From an optimization exercise on the open Yosys and OpenROAD flow, aimed at small area, a short achievable clock period and few clock cycles per item; shortcuts taken in it are not production practice.
In this exercise RTL edits were held to simulation tests only and were not proved equivalent to the original.
Power is estimated from default activity; no workload was simulated.

==> flow/design.v, too long to show whole: its modules and the start of the top module <==
// module cjti_scalar: 85 lines
// module cjti_mul_pos: 1415 lines
// module cjti_mul_vel: 1880 lines
// module cjti_mul_sc: 1138 lines
// module cubic_joint_trajectory_interpolator: 259 lines
module cubic_joint_trajectory_interpolator (
  input  logic         clk,
  input  logic         rst,
  input  logic         start,
  output logic         busy,
  input  logic [1:0]   item_command,
  input  logic [2:0]   item_joint_select,
  input  logic [31:0]  item_start_position,
  input  logic [31:0]  item_goal_position,
  output logic [2:0]   result_joint_index,
  output logic [26:0]  result_sample_time_us,
  output logic [31:0]  result_position,
  output logic [31:0]  result_velocity,
  output logic [30:0]  result_peak_speed,
  output logic         result_last_joint,
  output logic         result_final_sample,
  output logic         result_valid,
  input  logic         cfg_valid,
  output logic         cfg_ready,
  input  logic [2:0]   cfg_index,
  input  logic [26:0]  cfg_data
);
  // ...
==> flow/flow/run.sh <==
#!/bin/bash
# Standard synthesis and layout (the standard.sh), with timing repair aimed at a
# setup margin of MARGIN ns below the design's clock period. Full make output goes to
# flow_make.log in the work folder; ORFS's per-step logs stay under orfs/logs/.
set -euo pipefail
MARGIN=$(cat flow/margin.txt)
bash standard.sh SETUP_SLACK_MARGIN="$MARGIN" finish > flow_make.log 2>&1
==> flow/flow/margin.txt <==
8
==> flow/standard.sh <==
#!/bin/bash
# synth_recipe.tcl (not shown) runs the flow's synth.tcl, then flattens the netlist and writes it again
# the make line also repeats each setting of config.mk as NAME=value (left out here)
make -C /OpenROAD-flow-scripts/flow DESIGN_CONFIG=/design/flow/config.mk WORK_HOME=/design/flow/orfs CLKGATE_MAP_FILE= SYNTH_SCRIPT=/design/flow/synth_recipe.tcl "${@:-finish}"
==> flow/config.mk <==
export PLATFORM = sky130hd
export DESIGN_NAME = cubic_joint_trajectory_interpolator
export DESIGN_NICKNAME = cubic_joint_trajectory_interpolator
export VERILOG_FILES = /design/flow/design.v
export SDC_FILE = /design/flow/constraint.sdc
export NUM_CORES = 4
export LEC_CHECK = 0
export ABC_CLOCK_PERIOD_IN_PS = 4000
export CAP_MARGIN = 20
export CORE_MARGIN = 2
export CORE_UTILIZATION = 50
export SLEW_MARGIN = 20
==> flow/constraint.sdc <==
create_clock -name core_clock -period 12.5 [get_ports {clk}]
set_input_delay 2.5000 -clock core_clock [delete_from_list [all_inputs] [get_ports {clk}]]
set_output_delay 2.5000 -clock core_clock [all_outputs]
set_load 0.01 [all_outputs]
==> results.cfg, run 1 <==
[run_status]
status = no timing/DRC/antenna violations

[drt]
antenna_left = 0
num_vias = 99800
wl_per_cell_um = 27.5
wl_met1_mm = 173

[clock_network]
cts_made_buffers = 180
hold_buffers = 0
clk_latency_ps = 900
cts_resized = 289
cts_sinks = 1640

[yosys]
synth_edf_count = 625
synthSimpleGateAreaFrac_pct = 7.54
syn-instance-count = 12700
synth_ff_type = dfxtp_1
synth_top_family_by_area = adder cells

[setup_path]
r2r_end = f2_vel[30]$_SDFF_PP1_
crit_fanout = 5
cp-endpoint = f2_vel[30]$_SDFF_PP1_
critical_path_buf_inv_count = 3
path_depth = 18
crit_path_start = f1v_s[10]$_DFF_P_

[finish]
seq_cells = 1640
sh_seq_area_pct = 27.2
insertedDiodeCount = 7
reg.largest.list = tab_d x198, tab_st x192, u_sc.cs_s x53

[global_route]
grt_usage_pct = 33.2
antenna_found_initial = 12
busiest_layer = met2

[timing]
setup_viol = 0

[place]
gp_congestion = 0.946
dpl.cell_count = 15600

[floorplanning]
io-pin-count = 233
die_h_um = 509

[pwr]
swShare_pct = 40.8
seq-power_mw = 6.50
power.total_mw = 23.3
p_per_area_nw_per_um2 = 161
Testbench counts, summed over its fixed seeds: cycles 4,038, items 3,750.
==> module cjti_scalar, before the edit <==
module cjti_scalar (
  input  logic        clk,
  input  logic        rst,
  input  logic        go_step,      
  input  logic        go_cfg,       
  input  logic [20:0] idx,
  input  logic [24:0] tau_step,
  input  logic [27:0] inv6,
  input  logic [19:0] time_step,
  input  logic [24:0] tau_n,
  output logic        tau_load,     
  output logic [24:0] tau_val,
  output logic        x_load,       
  output logic [27:0] x_val,
  output logic        p_wr,         
  output logic [24:0] s_val,
  output logic [33:0] g_val,
  output logic        run_k0,       
  output logic        running
);
  logic [24:0] sm_a;
  logic [27:0] sm_b;
  logic        r23, r15;
  logic [52:0] cs_s, cs_c;
  logic [52:0] ms, mc;
  logic        mcin;
  logic [52:0] prod;
  logic [5:0]  sq;    
  logic [2:0]  cq;    
  logic [24:0] t2_r, t3_r, s_tmp, s_new;
  logic [26:0] t2x3;
  logic [27:0] sd;
  cjti_mul_sc u_mul (.a(sm_a), .b(sm_b), .r23(r23), .r15(r15), .rs(ms), .rc(mc), .cin(mcin));
  assign prod = cs_s + cs_c;
  assign running = |sq | |cq;
  wire k0 = go_step | cq[2];
  assign run_k0 = k0;
  always_ff @(posedge clk) begin
    cs_s <= ms;
    cs_c <= mc;
    if (rst) begin
      sq <= '0;
      cq <= '0;
    end else begin
      sq <= {sq[4:0], k0};
      cq <= {cq[1:0], go_cfg};
    end
  end
  always_ff @(posedge clk) begin
    if (go_cfg) begin
      sm_a <= 25'(idx);
      sm_b <= 28'(tau_step);
      r23 <= 1'b0;
      r15 <= 1'b0;
    end else if (cq[0]) begin
      sm_b <= 28'(time_step);
    end else if (k0) begin
      sm_a <= tau_n;
      sm_b <= 28'(tau_n);
      r23 <= 1'b1;
      r15 <= 1'b0;
    end else if (sq[1]) begin
      sm_a <= prod[48:24];
    end else if (sq[3]) begin
      sm_a <= sm_b[24:0] - t2_r;
      sm_b <= inv6;
      r23 <= 1'b0;
      r15 <= 1'b1;
    end
    if (sq[1]) t2_r <= prod[48:24];
    if (sq[3]) t3_r <= prod[48:24];
    if (sq[2]) t2x3 <= 27'(t2_r) + 27'({t2_r, 1'b0});
    if (sq[4]) s_tmp <= s_new;
  end
  assign tau_load = cq[1];
  assign tau_val = ((|prod[52:25]) | (prod[24] & (|prod[23:0]))) ? cjti_pkg::Q_ONE : prod[24:0];
  assign x_load = cq[2];
  assign x_val = (|prod[52:27]) ? 28'(1 << 27) : prod[27:0];
  assign sd = {1'b0, t2x3} - {t3_r, 1'b0};
  assign s_new = sd[27] ? 25'd0 :
                 ((|sd[26:25]) | (sd[24] & (|sd[23:0]))) ? cjti_pkg::Q_ONE : sd[24:0];
  assign p_wr = sq[5];
  assign s_val = s_tmp;
  assign g_val = prod[49:16];
endmodule
==> module cubic_joint_trajectory_interpolator, before the edit <==
module cubic_joint_trajectory_interpolator (
  input  logic         clk,
  input  logic         rst,
  input  logic         start,
  output logic         busy,
  input  logic [1:0]   item_command,
  input  logic [2:0]   item_joint_select,
  input  logic [31:0]  item_start_position,
  input  logic [31:0]  item_goal_position,
  output logic [2:0]   result_joint_index,
  output logic [26:0]  result_sample_time_us,
  output logic [31:0]  result_position,
  output logic [31:0]  result_velocity,
  output logic [30:0]  result_peak_speed,
  output logic         result_last_joint,
  output logic         result_final_sample,
  output logic         result_valid,
  input  logic         cfg_valid,
  output logic         cfg_ready,
  input  logic [2:0]   cfg_index,
  input  logic [26:0]  cfg_data
);
  logic        busy_r, cfg_ready_r;
  logic [2:0]  bcnt;
  logic        cfg_run;
  logic        acc_step, acc_restart, ld_v;
  logic [2:0]  ld_sel;
  logic [31:0] ld_st, ld_gl;
  logic        cw_v, cw_v2;
  logic [2:0]  cw_idx;
  logic [26:0] cw_data;
  assign busy = busy_r;
  assign cfg_ready = cfg_ready_r;
  wire accept = start & ~busy_r;
  wire acc_step_now = accept & (item_command == cjti_pkg::CMD_STEP);
  wire cfg_acc_now = cfg_valid & cfg_ready_r;
  logic        p_wr;
  logic [2:0]  bcnt_n;
  logic        cfg_run_n;
  assign bcnt_n = acc_step_now ? 3'd5 : (bcnt != 3'd0) ? bcnt - 3'd1 : 3'd0;
  assign cfg_run_n = cfg_acc_now | (cfg_run & ~(p_wr & ~cw_v));
  always_ff @(posedge clk) begin
    ld_sel <= item_joint_select;
    ld_st <= item_start_position;
    ld_gl <= item_goal_position;
    cw_idx <= cfg_index;
    cw_data <= cfg_data;
    if (rst) begin
      acc_step <= 1'b0;
      acc_restart <= 1'b0;
      ld_v <= 1'b0;
      cw_v <= 1'b0;
      cw_v2 <= 1'b0;
      bcnt <= 3'd0;
      cfg_run <= 1'b0;
      busy_r <= 1'b0;
      cfg_ready_r <= 1'b1;
    end else begin
      acc_step <= acc_step_now;
      acc_restart <= accept & (item_command == cjti_pkg::CMD_RESTART);
      ld_v <= accept & (item_command == cjti_pkg::CMD_LOAD) & (item_joint_select < 3'd6);
      cw_v <= cfg_acc_now;
      cw_v2 <= cw_v;
      bcnt <= bcnt_n;
      cfg_run <= cfg_run_n;
      busy_r <= (bcnt_n != 3'd0) | cfg_run_n;
      cfg_ready_r <= ~cfg_run_n;
    end
  end
  logic [24:0] tau_step;
  logic [27:0] inv6;         
  logic [19:0] time_step;
  logic [26:0] duration;
  logic [20:0] point_count;
  always_ff @(posedge clk) begin
    if (rst) begin
      tau_step <= 25'd16777;
      inv6 <= 28'd393216;
      time_step <= 20'd1000;
      duration <= 27'd1000000;
      point_count <= 21'd1001;
    end else if (cw_v) begin
      case (cw_idx)
        cjti_pkg::CFG_TAU_STEP:     tau_step <= cw_data[24:0];
        cjti_pkg::CFG_INV_DURATION: inv6 <= 28'({cw_data[24:0], 2'b00}) + 28'({cw_data[24:0], 1'b0});
        cjti_pkg::CFG_TIME_STEP:    time_step <= cw_data[19:0];
        cjti_pkg::CFG_DURATION:     duration <= cw_data;
        cjti_pkg::CFG_POINT_COUNT:  point_count <= cw_data[20:0];
        default: ;
      endcase
    end
  end
  logic [31:0] tab_st [6];
  logic [32:0] tab_d [6];
  logic [5:0]  tab_v;        
  wire  [32:0] ld_d = {ld_gl[31], ld_gl} - {ld_st[31], ld_st};
  always_ff @(posedge clk) begin
    if (ld_v) begin
      tab_st[ld_sel] <= ld_st;
      tab_d[ld_sel] <= ld_d;
    end
    if (rst) tab_v <= '0;
    else if (ld_v) tab_v[ld_sel] <= 1'b1;
  end
  logic [20:0] idx;
  logic [24:0] tau_n;        
  logic [27:0] x_cur;        
  logic [24:0] p_s;          
  logic [33:0] p_g;          
  logic [26:0] step_tus;
  logic        step_fin;
  logic        pk_clr;       
  wire act = idx < point_count;
  wire go = acc_step & act;
  logic        run_k0, tau_load, x_load, running;
  logic [24:0] tau_val, s_val;
  logic [27:0] x_val;
  logic [33:0] g_val;
  cjti_scalar u_sc (
    .clk(clk), .rst(rst), .go_step(go), .go_cfg(cw_v2), .idx(idx), .tau_step(tau_step),
    .inv6(inv6), .time_step(time_step), .tau_n(tau_n), .tau_load(tau_load), .tau_val(tau_val),
    .x_load(x_load), .x_val(x_val), .p_wr(p_wr), .s_val(s_val), .g_val(g_val),
    .run_k0(run_k0), .running(running)
  );
  wire [25:0] tau_sum = 26'(tau_n) + 26'(tau_step);
  wire [27:0] x_sum = x_cur + 28'(time_step);
  always_ff @(posedge clk) begin
    if (rst) begin
      idx <= '0;
      tau_n <= 25'd16777;
      x_cur <= '0;
      p_s <= '0;
      p_g <= '0;
      pk_clr <= 1'b1;
    end else begin
      if (acc_restart) begin
        idx <= '0;
        tau_n <= (tau_step > cjti_pkg::Q_ONE) ? cjti_pkg::Q_ONE : tau_step;
        x_cur <= '0;
        p_s <= '0;
        p_g <= '0;
        pk_clr <= 1'b1;
      end else begin
        if (go) begin
          idx <= idx + 21'd1;
          x_cur <= (x_sum[27] & (|x_sum[26:0])) ? 28'(1 << 27) : x_sum;
          pk_clr <= 1'b0;
        end
        if (x_load) x_cur <= x_val;
        if (tau_load) tau_n <= tau_val;
        else if (run_k0) tau_n <= (tau_sum[25] | (tau_sum[24] & (|tau_sum[23:0]))) ? cjti_pkg::Q_ONE : tau_sum[24:0];
        if (p_wr) begin
          p_s <= s_val;
          p_g <= g_val;
        end
      end
    end
  end
  always_ff @(posedge clk) begin
    if (go) begin
      step_tus <= (x_cur > 28'(duration)) ? duration : x_cur[26:0];
      step_fin <= ({1'b0, idx} + 22'd1) == {1'b0, point_count};
    end
  end
  logic        feeding;
  logic [2:0]  fcnt;
  logic        op_v, op_clr;
  logic [2:0]  op_j;
  logic [32:0] op_d;
  logic [31:0] op_st;
  always_ff @(posedge clk) begin
    op_j <= fcnt;
    op_clr <= go & pk_clr;
    op_d <= tab_v[fcnt] ? tab_d[fcnt] : 33'd0;
    op_st <= tab_v[fcnt] ? tab_st[fcnt] : 32'd0;
    if (rst) begin
      feeding <= 1'b0;
      fcnt <= 3'd0;
      op_v <= 1'b0;
    end else begin
      op_v <= go | feeding;
      if (go | feeding) begin
        fcnt <= (fcnt == 3'd5) ? 3'd0 : fcnt + 3'd1;
        feeding <= (fcnt != 3'd5);
      end
    end
  end
  logic [39:0] mp_s, mp_c, mp_t;
  logic        mp_ci;
  logic [50:0] mv_s, mv_c, mv_t;
  logic        mv_ci;
  cjti_mul_pos u_mp (.d(op_d), .st(op_st), .s(p_s), .rs(mp_s), .rc(mp_c), .rt(mp_t), .cin(mp_ci));
  cjti_mul_vel u_mv (.d(op_d), .g(p_g), .rs(mv_s), .rc(mv_c), .rt(mv_t), .cin(mv_ci));
  logic        f1_v, f1_clr;
  logic [2:0]  f1_j;
  logic [39:0] f1p_s, f1p_c, f1p_t;
  logic        f1p_ci;
  logic [50:0] f1v_s, f1v_c, f1v_t;
  logic        f1v_ci;
  always_ff @(posedge clk) begin
    f1_j <= op_j;
    f1_clr <= op_clr;
    f1p_s <= mp_s;
    f1p_c <= mp_c;
    f1p_t <= mp_t;
    f1p_ci <= mp_ci;
    f1v_s <= mv_s;
    f1v_c <= mv_c;
    f1v_t <= mv_t;
    f1v_ci <= mv_ci;
    if (rst) f1_v <= 1'b0;
    else f1_v <= op_v;
  end
  wire [39:0] pf_s = f1p_s ^ f1p_c ^ f1p_t;
  wire [39:0] pf_c = (f1p_s & f1p_c) | (f1p_s & f1p_t) | (f1p_c & f1p_t);
  wire [50:0] vf_s = f1v_s ^ f1v_c ^ f1v_t;
  wire [50:0] vf_c = (f1v_s & f1v_c) | (f1v_s & f1v_t) | (f1v_c & f1v_t);
  wire [40:0] pos_w = {pf_s, 1'b1} + {pf_c[38:0], 1'b0, f1p_ci};
  wire [51:0] x_w = {vf_s, 1'b1} + {vf_c[49:0], 1'b0, f1v_ci};
  wire [31:0] pos = pos_w[40:9];
  wire [42:0] x = x_w[51:9];
  wire ovp = ~x[42] & (|x[41:31]);
  wire ovn = x[42] & ~(&x[41:31]);
  wire [31:0] vel = ovp ? 32'h7FFF_FFFF : ovn ? 32'h8000_0000 : x[31:0];
  wire spd_sat = ovp | ovn | (x[42] & (x[30:0] == 31'd0));
  logic        f2_v, f2_clr, f2_sat, f2_inc;
  logic [2:0]  f2_j;
  logic [31:0] f2_pos, f2_vel;
  logic [30:0] f2_raw;
  always_ff @(posedge clk) begin
    f2_j <= f1_j;
    f2_clr <= f1_clr;
    f2_pos <= pos;
    f2_vel <= vel;
    f2_raw <= x[42] ? ~x[30:0] : x[30:0];
    f2_inc <= x[42];
    f2_sat <= spd_sat;
    if (rst) f2_v <= 1'b0;
    else f2_v <= f1_v;
  end
  wire [30:0] f2_spd = f2_sat ? 31'h7FFF_FFFF : f2_raw + 31'(f2_inc);
  wire [30:0] pk_base = f2_clr ? 31'd0 : result_peak_speed;
  wire [30:0] pk_next = (f2_spd > pk_base) ? f2_spd : pk_base;
  always_ff @(posedge clk) begin
    result_joint_index <= f2_j;
    result_position <= f2_pos;
    result_velocity <= f2_vel;
    result_last_joint <= (f2_j == 3'd5);
    if (f2_v) begin
      result_peak_speed <= pk_next;
      if (f2_j == 3'd0) begin
        result_sample_time_us <= step_tus;
        result_final_sample <= step_fin;
      end
    end
    if (rst) result_valid <= 1'b0;
    else result_valid <= f2_v;
  end
endmodule
==> inputs of run 2 (changes only) <==
--- a/flow/design.v
+++ b/flow/design.v
@@ -39,3 +39,5 @@
   logic [5:0]  sq;    
-  logic [2:0]  cq;    
+  logic [3:0]  cq;    
+  logic [27:0] cf_lo;   
+  logic        cf_s24, cf_s27;
   logic [24:0] t2_r, t3_r, s_tmp, s_new;
@@ -46,3 +48,3 @@
   assign running = |sq | |cq;
-  wire k0 = go_step | cq[2];
+  wire k0 = go_step | cq[3];
   assign run_k0 = k0;
@@ -50,2 +52,5 @@
     cs_s <= ms;
+    cf_lo <= prod[27:0];
+    cf_s24 <= (|prod[52:25]) | (prod[24] & (|prod[23:0]));
+    cf_s27 <= |prod[52:27];
     cs_c <= mc;
@@ -56,3 +61,3 @@
       sq <= {sq[4:0], k0};
-      cq <= {cq[1:0], go_cfg};
+      cq <= {cq[2:0], go_cfg};
     end
@@ -85,6 +90,6 @@
   end
-  assign tau_load = cq[1];
-  assign tau_val = ((|prod[52:25]) | (prod[24] & (|prod[23:0]))) ? cjti_pkg::Q_ONE : prod[24:0];
-  assign x_load = cq[2];
-  assign x_val = (|prod[52:27]) ? 28'(1 << 27) : prod[27:0];
+  assign tau_load = cq[2];
+  assign tau_val = cf_s24 ? cjti_pkg::Q_ONE : cf_lo[24:0];
+  assign x_load = cq[3];
+  assign x_val = cf_s27 ? 28'(1 << 27) : cf_lo;
   assign sd = {1'b0, t2x3} - {t3_r, 1'b0};
@@ -4750,10 +4755,6 @@
   wire [42:0] x = x_w[51:9];
-  wire ovp = ~x[42] & (|x[41:31]);
-  wire ovn = x[42] & ~(&x[41:31]);
-  wire [31:0] vel = ovp ? 32'h7FFF_FFFF : ovn ? 32'h8000_0000 : x[31:0];
-  wire spd_sat = ovp | ovn | (x[42] & (x[30:0] == 31'd0));
-  logic        f2_v, f2_clr, f2_sat, f2_inc;
+  logic        f2_v, f2_clr;
   logic [2:0]  f2_j;
-  logic [31:0] f2_pos, f2_vel;
-  logic [30:0] f2_raw;
+  logic [31:0] f2_pos;
+  logic [42:0] f2_x;
   always_ff @(posedge clk) begin
@@ -4762,6 +4763,3 @@
     f2_pos <= pos;
-    f2_vel <= vel;
-    f2_raw <= x[42] ? ~x[30:0] : x[30:0];
-    f2_inc <= x[42];
-    f2_sat <= spd_sat;
+    f2_x <= x;
     if (rst) f2_v <= 1'b0;
@@ -4769,5 +4767,11 @@
   end
-  wire [30:0] f2_spd = f2_sat ? 31'h7FFF_FFFF : f2_raw + 31'(f2_inc);
+  wire ovp = ~f2_x[42] & (|f2_x[41:31]);
+  wire ovn = f2_x[42] & ~(&f2_x[41:31]);
+  wire [31:0] f2_vel = ovp ? 32'h7FFF_FFFF : ovn ? 32'h8000_0000 : f2_x[31:0];
+  wire spd_sat = ovp | ovn | (f2_x[42] & (f2_x[30:0] == 31'd0));
+  wire [30:0] spd_raw = f2_x[42] ? ~f2_x[30:0] : f2_x[30:0];
   wire [30:0] pk_base = f2_clr ? 31'd0 : result_peak_speed;
-  wire [30:0] pk_next = (f2_spd > pk_base) ? f2_spd : pk_base;
+  wire        pk_gt = f2_x[42] ? ~(pk_base > spd_raw) : (spd_raw > pk_base);
+  wire [30:0] spd_val = spd_raw + 31'(f2_x[42]);
+  wire [30:0] pk_next = spd_sat ? 31'h7FFF_FFFF : pk_gt ? spd_val : pk_base;
   always_ff @(posedge clk) begin
==> run 2 against run 1 <==
Effect of this change:
- power shrank 7.1%
- clock-buffer cell count stayed put
- sequential share of layout area grew 0.85 points
- design area shrank 2.6%
- first-iteration DRC count down 11%
- sequential power is 2% higher
- utilization down 0.99 points
- critical path depth is 7 lower
- fmax increased by 2.6%
- setup slack better by 120 ps
- clock skew down 31 ps
- critical endpoint is now f1p_ci$_DFF_P_
- largest cell class unchanged
- largest power group unchanged
==> results.cfg, run 2 <==
[setup_path]
rrSetupSlack_ps = 7980
cp-end-kind = flip-flop
cp-start-kind = flip-flop
arrival_ps = 5300
path_class = flip-flop to flip-flop
rr_worst_depth = 11
crit_top_cell = fa_1
cpMaxStageDelayCell = dfxtp_4
critPathRequiredTime_ps = 13290
crit_chain = buf_6 -> xnor2_1 -> a21oi_1 -> fa_1 -> fa_1 -> fa_1 -> fa_1 -> o22ai_1 -> a2111oi_0 -> nand3_1 -> o22ai_1
cp_slowest_stage_delay_ps = 690
crit-reg2reg-launch = op_d[14]$_SDFF_PN0_
critical_path_buf_inv_count = 1
r2r_end = f1p_ci$_DFF_P_
crit_fanout = 36
cpLargestDelayFamily = adder cells

[yosys]
synth_largest_area_cell = fa_1
syn-instance-count = 12500
synth_top_area_share_pct = 18.9
synth_fp_nets = 14500
yosysWarnings = 2
ys_types = 102
synthArstFlopShare_pct = 0
synth.cell_area_sq_um = 127000
synth_most_common_cell = inv_1
synth_ff_type = dfxtp_1
ys_seq_area_share_pct = 31.0
yosys-top-cells-count = inv_1 (1,331), fa_1 (1,193), a22oi_1 (1,190), xnor2_1 (1,171), dfxtp_1 (1,024)
synth-seq-cells = 1649
syn_avg_cell_area_sq_um = 10.1
synth_edf_count = 625
synth.area.top_cells = fa_1 (19%), dfxtp_1 (16%), edfxtp_1 (15%), xnor2_1 (8.1%), a22oi_1 (7.1%)

[timing]
worstMarginPinSlew_ps = 1270
max_freq_mhz = 221
tns_ps = 0
timing.slew.headroom_pct = 14.5
fin_worst_skew_ps = 86.8
setup_slack_ps = 7980
rsz0062_at_grt = true
setup_viol = 0
post-route-period-util_pct = 36.1
maxSlewViolCount = 0
whs_ps = 302
hold_viol_final = 0
min_period_ps = 4520

[floorplanning]
io-pin-count = 233
start_util_pct = 50.3
die_w_um = 507
die_h_um = 507
fp-row-count = 184
fp.coreArea_sq_um = 252000
dieArea_sq_um = 257000

[finish]
nNetsFinal = 14200
n_fill_cell = 21700
reg.largest.list = tab_d x198, tab_st x192, u_sc.cs_s x53
area_growth_pct = 11.2
layout_commonest_cell = inv_1
largest_register_ffs = 198
largest-register = tab_d
most-common-layout-cells = inv_1 (1,329), fa_1 (1,193), a22oi_1 (1,186), xnor2_1 (1,162), dfxtp_1 (959)
stdcell_area_sq_um = 141000
final_layout_size_suffix_gt1_share_pct = 8.55
final_core_util_pct = 55.9

[place]
placedInstanceArea_sq_um = 132000
io_buffers = 232
preCtsSetupSlack_ps = 6260
dpl.hpwl_mm = 280
gp_congestion = 0.920

[clock_network]
cts_root_buffer = clkbuf_16
cts_sinks = 1649
cts_made_buffers = 183
clk_latency_ps = 880
clk_path_buf_depth = 3
cts_tree = done
hold_buffers = 0
htree_num_levels = 4
clk_pin_slew_worst_paths_ps = 60

[hold_path]
hold_depth = 0
worstHoldPathType = flip-flop to flip-flop
holdPathEnd = result_position[6]$_DFF_P_
hold_start = f2_pos[6]$_DFF_P_

[global_route]
grt_pass1_wl_mm = 634
grt_pass1_vias = 100000
antenna_found_initial = 11
overflow = 0
grt_max_degree = 136
grt_usage_pct = 32.5

[drt]
firstDrtPassIters = 9
remaining_drc_errors = 0
wl_mm = 427
drt_iter0_markers = 10200
avgViaCountPerCell = 6.15
wl_per_cell_um = 27.0
num_vias = 97200
antenna_left = 0

[pwr]
ir_drop_mv = 0.206
leakagePower_nw = 54.0
p_per_area_nw_per_um2 = 154

[run_status]
status = no timing/DRC/antenna violations

[job]
drv_cap = 0
==> run 2: cell type report <==
cell class                 instances  area, sq um  share of cell area, %
timing repair buffer             560         5730                   4.07
tap                             3348         4190                   2.98
inverter                        1349         5110                   3.63
sequential                      1649        39400                   28.0
clock inverter                    91         1140                  0.807
antenna                           22         55.1                 0.0391
clock buffer                     254         5260                   3.74
multi-input combinational       8521        79800                   56.7
==> run 2: how the worst max path moves through the flow <==
stage	startpoint	endpoint	slack [ps]	cells past startpoint
after global routing	p_s[13]$_SDFFE_PP0P_	f1p_ci$_DFF_P_	7810	14
after global placement	rst	x_cur[13]$_SDFFE_PP0N_	6410	13
after detailed placement	rst	x_cur[0]$_SDFFE_PP0N_	6260	13
after CTS	p_s[1]$_SDFFE_PP0P_	f1p_ci$_DFF_P_	7680	17
final	op_d[14]$_SDFF_PN0_	f1p_ci$_DFF_P_	7980	11
after floorplan	ld_sel[1]$_DFF_P_	tab_d[0][0]$_DFFE_PP_	6960	3
==> run 2: logic make-up (layout without fill, tap and decap cells) <==
logic type      Yosys count  in the layout  synth area share [%]
flops                  1649           1649                  31.0
other cells               0             22                     0
buf+inv                2327           2254                  6.91
compound gates         2772           2772                  15.1
fa+ha+maj              1866           1866                  25.5
mux                     239            239                  2.57
xor+xnor               1658           1658                  11.5
simple gates           1984           1986                  7.44
==> run 2: through the flow <==
step / std cells / power, mW
detailed placement: 15400 / 15.8
floorplan: 12500 / 12.1
CTS: 15700 / 21.5
finish: 15800 / 21.6
global placement: 15400 / 15.6
global route: 15800 / 22.8
==> run 2: timing repair <==
item / CTS / global route
buffers inserted: 14 / 47
gates resized for setup: 142 / 238
endpoints found under the setup margin: 251 / 167
pin swaps: 8 / 35
cloned: 1 / 4
==> run 2: routing by layer <==
| layer | vias to the layer above | global-route usage [%] | part of all wire, % |
|---|---|---|---|
| met3 | 1382 | 7.10 | 9.7 |
| met2 | 5416 | 52.6 | 46 |
| met4 | 6 | 15.4 | 5.5 |
| met1 | 48400 | 41.6 | 39 |
| li1 | 42000 | - | - |
| met5 | - | 0 | 0.0082 |
==> run 2: power by group <==
| group | internal, mW | leakage, nW | switching [mW] |
|---|---|---|---|
| logic | 3.55 | 36.9 | 5.80 |
| registers | 6.29 | 14.0 | 0.332 |
| clock network | 3.25 | 3.09 | 2.40 |
| total | 13.1 | 54.0 | 8.53 |
Testbench counts of run 2, summed over its fixed seeds: cycles 4,038, items 3,750.
==> inputs of run 3 (changes only) <==
==> flow/flow/margin.txt (replaced) <==
8.2
==> run 3 against run 2 <==
Effect of this change:
- still clean on timing, DRC and antenna
- hold slack better by 1.5 ps
- global-route usage is 0.47 points higher
- wire length is 3.5% higher
- area after synthesis stayed put
- sequential power hardly changed
- setup slack better by 100 ps
- critical path type unchanged
- highest routed layer unchanged
==> results.cfg, run 3 <==
[run_status]
status = no timing/DRC/antenna violations

[clock_network]
cts_root_buffer = clkbuf_16
clk_latency_ps = 910
cts_sinks = 1649
clk_path_buf_depth = 3
clk_pin_slew_worst_paths_ps = 70
htree_num_levels = 4
hold_buffers = 0
cts_made_buffers = 180
cts_tree = done

[setup_path]
critPathRequiredTime_ps = 13150
cpMaxStageDelayCell = o31ai_4
path_class = flip-flop to flip-flop
arrival_ps = 5060
cp-end-kind = flip-flop
crit_fanout = 4
cpLargestDelayFamily = compound AO/OA/AOI/OAI gates
crit_chain = ha_4 -> a31oi_4 -> o211a_1 -> nor3b_4 -> buf_4 -> a41oi_4 -> a21boi_4 -> a41oi_4 -> o31ai_4 -> buf_4 -> xor2_1 -> buf_4 -> nand2_1 -> o211ai_1 -> o21ai_0 -> o21ai_1
cp-start-kind = flip-flop
critical_path_buf_inv_count = 3
crit_top_cell = buf_4
cp_slowest_stage_delay_ps = 440

[timing]
worstMarginPinSlew_ps = 1280
post-route-period-util_pct = 35.3
rsz0062_at_grt = true
max_freq_mhz = 226
whs_ps = 303
timing.slew.headroom_pct = 13.6
setup_viol = 0
min_period_ps = 4420
maxSlewViolCount = 0
tns_ps = 0
hold_viol_final = 0
fin_worst_skew_ps = 97.8

[floorplanning]
dieArea_sq_um = 257000
fp-row-count = 184
die_w_um = 507
die_h_um = 507
fp.coreArea_sq_um = 252000
io-pin-count = 233
start_util_pct = 50.3

[global_route]
grt_use_met3_pct = 7.42
grt_max_degree = 81
grt_pass1_wl_mm = 641
grt_usage_pct = 33.0
antenna_found_initial = 13
overflow = 0
grt_use_met2_pct = 52.7
busiest_layer = met2
use_met1_pct = 42.3
grt_pass1_vias = 101000

[finish]
fin_cells = 16000
largest_register_ffs = 198
final_core_util_pct = 57.5
area_growth_pct = 14.4
multi_input_area_sq_um = 80700
n_fill_cell = 21400
reg.largest.list = tab_d x198, tab_st x192, u_sc.cs_s x53
stdcell_area_sq_um = 145000
largest-register = tab_d
layout_commonest_cell = inv_1
most-common-layout-cells = inv_1 (1,326), fa_1 (1,182), a22oi_1 (1,170), xnor2_1 (1,153), dfxtp_1 (936)
nNetsFinal = 14400
regArea_sq_um = 39500
final_layout_size_suffix_gt1_share_pct = 11.0

[yosys]
synth_xor_area_share_pct = 11.5
syn_avg_cell_area_sq_um = 10.1
ys_seq_area_share_pct = 31.0
ys_types = 102
synthArstFlopShare_pct = 0
synth.area.top_cells = fa_1 (19%), dfxtp_1 (16%), edfxtp_1 (15%), xnor2_1 (8.1%), a22oi_1 (7.1%)
synthMuxAreaShare_pct = 2.57
synth_most_common_cell = inv_1
synth.cell_area_sq_um = 127000
syn-instance-count = 12500
synth_largest_area_cell = fa_1
synth-seq-cells = 1649
synth_fa_ha_area_share_pct = 25.5
yosysWarnings = 2
synth_top_area_share_pct = 18.9
synth_fp_nets = 14500
synth_edf_count = 625
yosys-top-cells-count = inv_1 (1,331), fa_1 (1,193), a22oi_1 (1,190), xnor2_1 (1,171), dfxtp_1 (1,024)
synth_top_family_by_area = adder cells
synth_ff_type = dfxtp_1
synthSimpleGateAreaFrac_pct = 7.44
synth-compound-area-share_pct = 15.1

[pwr]
ir_drop_mv = 0.200
leakagePower_nw = 56.0
p_per_area_nw_per_um2 = 152

[drt]
num_vias = 98900
drt_iter0_markers = 10900
antenna_left = 0
firstDrtPassIters = 7
wl_per_cell_um = 27.6
remaining_drc_errors = 0
avgViaCountPerCell = 6.19
wl_mm = 442

[hold_path]
worstHoldPathType = flip-flop to flip-flop

[job]
drv_cap = 0

[place]
dpl.cell_count = 15400
io_buffers = 232
dpl.hpwl_mm = 281
gp_congestion = 0.916
placedInstanceArea_sq_um = 132000
-- run 3: cells by family after synthesis --
logic type	count (synthesis)
compound gates	2772
buf+inv	2327
simple gates	1984
fa+ha+maj	1866
xor+xnor	1658
flops	1649
mux	239
-- run 3: what timing repair did --
item | CTS | global route
setup endpoints to repair | 436 | 241
gates cloned | 16 | 23
resized for setup | 445 | 405
setup buffers | 65 | 167
pin swaps | 36 | 96
-- run 3: cell type report --
cell class | instances | share of cell area (%)
multi-input combinational | 8526 | 55.8
sequential | 1649 | 27.3
timing repair buffer | 760 | 6.03
clock buffer | 263 | 3.72
inverter | 1349 | 3.56
tap | 3348 | 2.89
clock inverter | 76 | 0.730
antenna | 6 | 0.0104
-- run 3: power breakdown --
part / total [mW] / internal (mW) / switching [mW] / leakage (nW)
Clock: 5.66 / 3.26 / 2.39 / 3.11
Combinational: 9.64 / 3.74 / 5.90 / 38.8
Sequential: 6.63 / 6.29 / 0.348 / 14.1
-- run 3: path summary, 6_finish.rpt --
kind | from | to | slack (ps) | depth (start not counted)
hold / removal | f2_pos[6]$_DFF_P_ | result_position[6]$_DFF_P_ | 300 | 0
setup reg to reg | u_sc.cs_s[2]$_DFF_P_ | u_sc.sm_a[11]$_DFFE_PP_ | 8080 | 16
hold reg to reg | f2_pos[6]$_DFF_P_ | result_position[6]$_DFF_P_ | 300 | 0
setup / recovery | u_sc.cs_s[2]$_DFF_P_ | u_sc.sm_a[11]$_DFFE_PP_ | 8080 | 16
-- run 3: stage by stage --
| step | setup WS [ps] | total power, mW |
|---|---|---|
| floorplan | 6960 | 12.1 |
| global placement | 6170 | 15.5 |
| detailed placement | 5990 | 15.7 |
| CTS | 8190 | 21.6 |
| global route | 8030 | 23.2 |
| finish | 8080 | 21.9 |
-- run 3: worst register-to-register path, delay by kind of cell, from the launching register on --
kind            cells  cell delay (ps)
flops               1              350
buf+inv             3              550
simple gates        2              330
fa+ha+maj           1              300
compound gates      9             2540
xor+xnor            1              140
-- run 3: metal layers --
layer / wire (um) / vias up
met5: 42 / -
met4: 26300 / 6
met3: 44700 / 1573
met2: 201000 / 5651
met1: 170000 / 49200
li1: - / 42400

## afterwards: timing with drivers on the ports
The flow's constraints put no driver on any port. The routed layouts listed below were extracted and timed again, unchanged, in two steps.
Step 1, drivers: a clkbuf_16 drives clk and a buf_2 each remaining input, both assumed.
Step 2 adds t to the input delays and takes it off the output delays; t is the mean of the earliest and latest rising clock arrival at the registers after step 1. Input paths then give back, and output paths get back, about the clock's delay inside the block.
a / b / c = ideal / step 1 / step 2; a / b = the first two.
run	t, ns	slack for setup (ns)	cell pins on the clock port's net
run 1	0.931	7.869 / 7.869 / 7.751	1
run 2	0.935	7.985 / 7.985 / 7.259	1
run 3	0.952	8.085 / 8.085 / 7.367	1
After both steps setup and hold are still met in every run listed. The setup slack of run 2, which loses most, moves by 0.000 ns with the drivers and by -0.726 ns with both steps.
